This design comes from an exercise in tuning for small area and a short achievable clock period on the open sky130 flow, not from production work. The RTL was checked by simulation tests, not by an equivalence proof against the original design.

## iir_filter
module iir_filter (
  input  logic                          clk,
  input  logic                          nrst,
  input  logic                          coef_we,
  input  logic [4-1:0]        coef_addr,
  input  logic signed [16-1:0] coef_data,
  input  logic signed [16-1:0]   din,
  output logic signed [21-1:0]  dout
);
Size: roughly 7,200 cells after synthesis.
==> flow/config.mk <==
export PLATFORM = sky130hd
export DESIGN_NAME = iir_filter
export DESIGN_NICKNAME = iir_filter
export VERILOG_FILES = /design/flow/design.v
export SDC_FILE = /design/flow/constraint.sdc
export NUM_CORES = 4
export LEC_CHECK = 0
export ABC_AREA = 1
export CAP_MARGIN = 20
export CORE_MARGIN = 2
export CORE_UTILIZATION = 55
export PLACE_DENSITY = 0.75
export SLEW_MARGIN = 20
export SYNTH_HIERARCHICAL = 1
==> flow/constraint.sdc <==
create_clock -name core_clock -period 20.0 [get_ports {clk}]
set_input_delay 4.0000 -clock core_clock [delete_from_list [all_inputs] [get_ports {clk}]]
set_output_delay 4.0000 -clock core_clock [all_outputs]
set_load 0.01 [all_outputs]
standard.sh (not shown) runs the stock make flow with config.mk's settings and CLKGATE_MAP_FILE= SYNTH_SCRIPT=/design/flow/synth_recipe.tcl, a recipe that flattens the netlist after the stock synthesis.
==> flow/flow/run.sh <==
#!/bin/bash
# The standard layout, with the setup repair asked to leave a margin
# below the clock period so that it sizes the critical paths up.
set -euo pipefail
bash standard.sh SETUP_SLACK_MARGIN=12.9 finish > standard_finish.log 2>&1
Rerun with:
--- a/flow/flow/run.sh
+++ b/flow/flow/run.sh
@@ -5 +5 @@
-bash standard.sh SETUP_SLACK_MARGIN=12.9 finish > standard_finish.log 2>&1
+bash standard.sh SETUP_SLACK_MARGIN=13.5 finish > standard_finish.log 2>&1
CORE_UTILIZATION = 65   (was 55)
PLACE_DENSITY = default   (was 0.75)
The changed run went through all stages and came out clean. Routed wire length goes up by 11%. Clock skew increases by 0.0030 ns. Sequential cell count stays the same. Worst setup slack gets worse by 0.11 ns. Die area shrinks by 15%. Cell area is higher by 8.8%. Non-clock buffer count goes up by 232. First-iteration DRC count rises by 16%.
Rerun with:
--- a/flow/flow/run.sh
+++ b/flow/flow/run.sh
@@ -5 +5 @@
-bash standard.sh SETUP_SLACK_MARGIN=13.5 finish > standard_finish.log 2>&1
+bash standard.sh SETUP_SLACK_MARGIN=12.5 finish > standard_finish.log 2>&1
CORE_UTILIZATION = 55   (was 65)
Result:
- cell count falls slightly
- flip-flop and latch count stays the same
- die area rises by about a fifth
- area after synthesis does not change
- clock-buffer cell count falls by 2
Rerun with:
--- a/flow/flow/run.sh
+++ b/flow/flow/run.sh
@@ -5 +5 @@
-bash standard.sh SETUP_SLACK_MARGIN=12.5 finish > standard_finish.log 2>&1
+bash standard.sh SETUP_SLACK_MARGIN=12.0 finish > standard_finish.log 2>&1
After rerunning: Wire length shrinks slightly; global-route usage shrinks by 0.17 points; critical path depth grows by 2; fmax shrinks by a few percent; register-to-register slack gets worse by 0.47 ns; worst setup slack gets worse by 0.47 ns.


== the previous run ==
iir_filter, a different RTL version from the one above (not shown whole).
Size in the first run: about 470 flip-flops, about 60 I/O pins, roughly 67000 um^2 of cells after synthesis.
Settings: LEC_CHECK=0, CAP_MARGIN=20, CORE_MARGIN=2, CORE_UTILIZATION=40, SLEW_MARGIN=20; clock period 20.0 ns.
run.sh (not shown) runs the stock make flow with config.mk's settings and CLKGATE_MAP_FILE= SYNTH_SCRIPT=/design/flow/synth_recipe.tcl, a recipe that flattens the netlist after the stock synthesis.
Stock flow here: none of the scripts above is used.
Changes in the current run relative to the previous run:
# the previous run
export LEC_CHECK = 0
export CAP_MARGIN = 20
export CORE_MARGIN = 2
export CORE_UTILIZATION = 40
export SLEW_MARGIN = 20
create_clock -name core_clock -period 20.0 [get_ports {clk}]
# the current run
export LEC_CHECK = 0
export ABC_AREA = 1
export CAP_MARGIN = 20
export CORE_MARGIN = 2
export CORE_UTILIZATION = 40
export SLEW_MARGIN = 20
create_clock -name core_clock -period 20.0 [get_ports {clk}]
[summary]
Changes observed in the current run relative to the previous run: via count fell by about 24%, area taken by flip-flops and latches shows no meaningful change.
In the tables for the current run and the previous run, fraction of final layout cells with drive strength greater than 1 reads lower with the current run.
Looking at fraction of area in registers, the current run sits 2.2 points above the previous run.
When the current run is set beside the previous run, its clock buffer count turns out to be about 26% larger.
Relative to the previous run, utilization has increased by 0.67 points in the current run.


## oak
RTL: one of the versions met above, not the one the previous note started from.
For scale: ~7200 cells after synthesis, roughly 500 flip-flops, about 60 I/O pins.
==> flow/config.mk <==
export PLATFORM = sky130hd
export DESIGN_NAME = iir_filter
export DESIGN_NICKNAME = iir_filter
export VERILOG_FILES = /design/flow/design.v
export SDC_FILE = /design/flow/constraint.sdc
export NUM_CORES = 4
export LEC_CHECK = 0
export ABC_AREA = 1
export CAP_MARGIN = 20
export CORE_MARGIN = 2
export CORE_UTILIZATION = 55
export SLEW_MARGIN = 20
export SYNTH_HIERARCHICAL = 1
==> flow/constraint.sdc <==
create_clock -name core_clock -period 20.0 [get_ports {clk}]
set_input_delay 4.0000 -clock core_clock [delete_from_list [all_inputs] [get_ports {clk}]]
set_output_delay 4.0000 -clock core_clock [all_outputs]
set_load 0.01 [all_outputs]
standard.sh (not shown) runs the stock make flow with config.mk's settings and CLKGATE_MAP_FILE= SYNTH_SCRIPT=/design/flow/synth_recipe.tcl, a recipe that flattens the netlist after the stock synthesis.
==> flow/flow/run.sh <==
#!/bin/bash
# The standard layout, with the setup repair asked to leave a margin
# below the clock period so that it sizes the critical paths up.
set -euo pipefail
bash standard.sh SETUP_SLACK_MARGIN=13.2 finish > standard_finish.log 2>&1
No stage failed in oak, and the final checks on the layout all came back clean.
Input changes introduced in pine (baseline for comparison: oak):
-- flow/flow/run.sh --
<<< oak, line 5
bash standard.sh SETUP_SLACK_MARGIN=13.2 finish > standard_finish.log 2>&1
>>> pine, line 5
bash standard.sh SETUP_SLACK_MARGIN=12.9 finish > standard_finish.log 2>&1
Results
In the flow results for pine and oak, the setup slack is larger on oak. pine reports its critical path startpoint as ab[5] while oak reports dq[28].


Another version of the RTL of iir_filter (not shown whole).
Size: ~7400 cells after synthesis, about 470 flip-flops, ~60 I/O pins.
Design iir_filter, start of the top module:
module iir_filter (
  input  logic                          clk,
  input  logic                          nrst,
  input  logic                          coef_we,
  input  logic [4-1:0]        coef_addr,
  input  logic signed [16-1:0] coef_data,
  input  logic signed [16-1:0]   din,
  output logic signed [21-1:0]  dout
);
==> flow/config.mk <==
export PLATFORM = sky130hd
export DESIGN_NAME = iir_filter
export DESIGN_NICKNAME = iir_filter
export VERILOG_FILES = /design/flow/design.v
export SDC_FILE = /design/flow/constraint.sdc
export NUM_CORES = 4
export LEC_CHECK = 0
export ABC_AREA = 1
export CAP_MARGIN = 20
export CORE_MARGIN = 2
export CORE_UTILIZATION = 55
export SLEW_MARGIN = 20
==> flow/constraint.sdc <==
create_clock -name core_clock -period 20.0 [get_ports {clk}]
set_input_delay 4.0000 -clock core_clock [delete_from_list [all_inputs] [get_ports {clk}]]
set_output_delay 4.0000 -clock core_clock [all_outputs]
set_load 0.01 [all_outputs]
==> flow/flow/run.sh <==
#!/bin/bash
# The standard layout, with the setup repair asked to leave a margin
# below the clock period so that it sizes the critical paths up.
set -euo pipefail
bash standard.sh SETUP_SLACK_MARGIN=12.5 finish > standard_finish.log 2>&1
Change:
==> flow/run.sh (new file) <==
#!/bin/bash
# synth_recipe.tcl (not shown) runs the flow's synth.tcl, then flattens the netlist and writes it again
# the make line also repeats each setting of config.mk as NAME=value (left out here)
make -C /OpenROAD-flow-scripts/flow DESIGN_CONFIG=/design/flow/config.mk WORK_HOME=/design/flow/orfs CLKGATE_MAP_FILE= SYNTH_SCRIPT=/design/flow/synth_recipe.tcl finish
removed: flow/flow/run.sh
removed: flow/standard.sh
Result: The changed run completed with no timing, DRC or antenna violations; global-route usage came out lower by 0.69 points; critical path depth came out higher by 2; synthesized area stays the same; hold slack gets worse by 8.8 ps; clock-buffer cell count does not change; design area came out lower by 6.3%; wire length came out lower by 4.4%; sequential share of layout area came out higher by 1.2 points; final cell count came out lower by 2.0%.


Setup of rev 12:
Another version of the RTL of iir_filter (not shown whole).
Size: about 470 flip-flops, roughly 60 I/O pins.
clock: 20.0 ns
lec_check: 0
abc_area: 1
cap_margin: 20
core_margin: 2
core_utilization: 55
slew_margin: 20
synth_hierarchical: 1
==> flow/flow/run.sh <==
#!/bin/bash
# The standard layout, with the setup repair asked to leave a margin
# below the clock period so that it sizes the critical paths up.
set -euo pipefail
bash standard.sh SETUP_SLACK_MARGIN=14 finish > standard_finish.log 2>&1
The following lists how rev 13 was set up differently from rev 12:
==> flow/flow/run.sh <==
#!/bin/bash
# The standard layout, with the setup repair asked to leave a margin
# below the clock period so that it sizes the critical paths up.
set -euo pipefail
bash standard.sh SETUP_SLACK_MARGIN=13 finish > standard_finish.log 2>&1
Findings:
Rev 12 -> rev 13: number of buffers inserted during clock tree synthesis increased slightly. [compare] base=rev 12 new=rev 13: non-clock buffer count in the final layout down 56, depth of the critical timing path with buffers and inverters included up 3, synthesized cell count has remained practically unchanged, global-route wire length before repair now larger.

==> re-timing with driven ports <==
In the flow no input, the clock included, has a driving cell. The finished layouts below were timed again as built, in two steps. Step 1 (the two cells are an assumption about what drives the block):
set clk [get_ports {clk}]
set_driving_cell -lib_cell sky130_fd_sc_hd__clkbuf_16 $clk
set_driving_cell -lib_cell sky130_fd_sc_hd__buf_2 [delete_from_list [all_inputs] $clk]
Step 2 moves the port delays by t, midway between the first and last clock arrival at a register: inputs arrive t later, outputs are due t later. That takes back most of the time a late clock gives input paths. a / b / c = ideal ports / drivers / drivers and shift; a / b = the first two.
| run | shift t [ns] | setup slack, ns | worst setup path after step 2 | clock arrival spread, ns | slew at the worst register clock pin (ns) |
|---|---|---|---|---|---|
| the first run of note 1 | 0.736 | 13.019 / 13.019 / 12.741 | input, reset recovery | 0.038 / 0.037 | 0.07 / 0.07 |
| the second run of note 1 | 0.762 | 12.913 / 12.913 / 12.881 | input to register | 0.043 / 0.043 | 0.08 / 0.08 |
| the third run of note 1 | 0.752 | 12.702 / 12.702 / 12.702 | register to register | 0.070 / 0.069 | 0.07 / 0.07 |
| the fourth run of note 1 | 0.751 | 12.234 / 12.234 / 12.234 | register to register | 0.073 / 0.072 | 0.07 / 0.07 |
| the previous run | 0.698 | 7.013 / 7.013 / 7.013 | register to register | 0.027 / 0.027 | 0.08 / 0.08 |
| the current run | 0.772 | 7.365 / 7.365 / 7.365 | register to register | 0.061 / 0.061 | 0.10 / 0.10 |
| oak | 0.754 | 13.267 / 13.186 / 13.118 | input, reset recovery | 0.066 / 0.067 | 0.07 / 0.07 |
| pine | 0.756 | 13.009 / 12.931 / 13.009 | register to register | 0.070 / 0.069 | 0.07 / 0.07 |
| the first run of note 4 | 0.759 | 12.570 / 12.570 / 12.088 | input to register | 0.070 / 0.070 | 0.07 / 0.07 |
| the second run of note 4 | 0.761 | 10.788 / 10.788 / 10.788 | register to register | 0.070 / 0.070 | 0.07 / 0.07 |
| rev 12 | 0.739 | 12.598 / 12.598 / 12.598 | register to register | 0.058 / 0.058 | 0.08 / 0.08 |
| rev 13 | 0.742 | 12.509 / 12.509 / 12.484 | input to register | 0.054 / 0.054 | 0.08 / 0.08 |
After both steps every run listed still meets setup and hold. The setup slack of the first run of note 4, which loses most, moves by 0.000 ns with the drivers and by -0.482 ns with both steps. The worst setup slack also covers recovery checks on asynchronous resets.
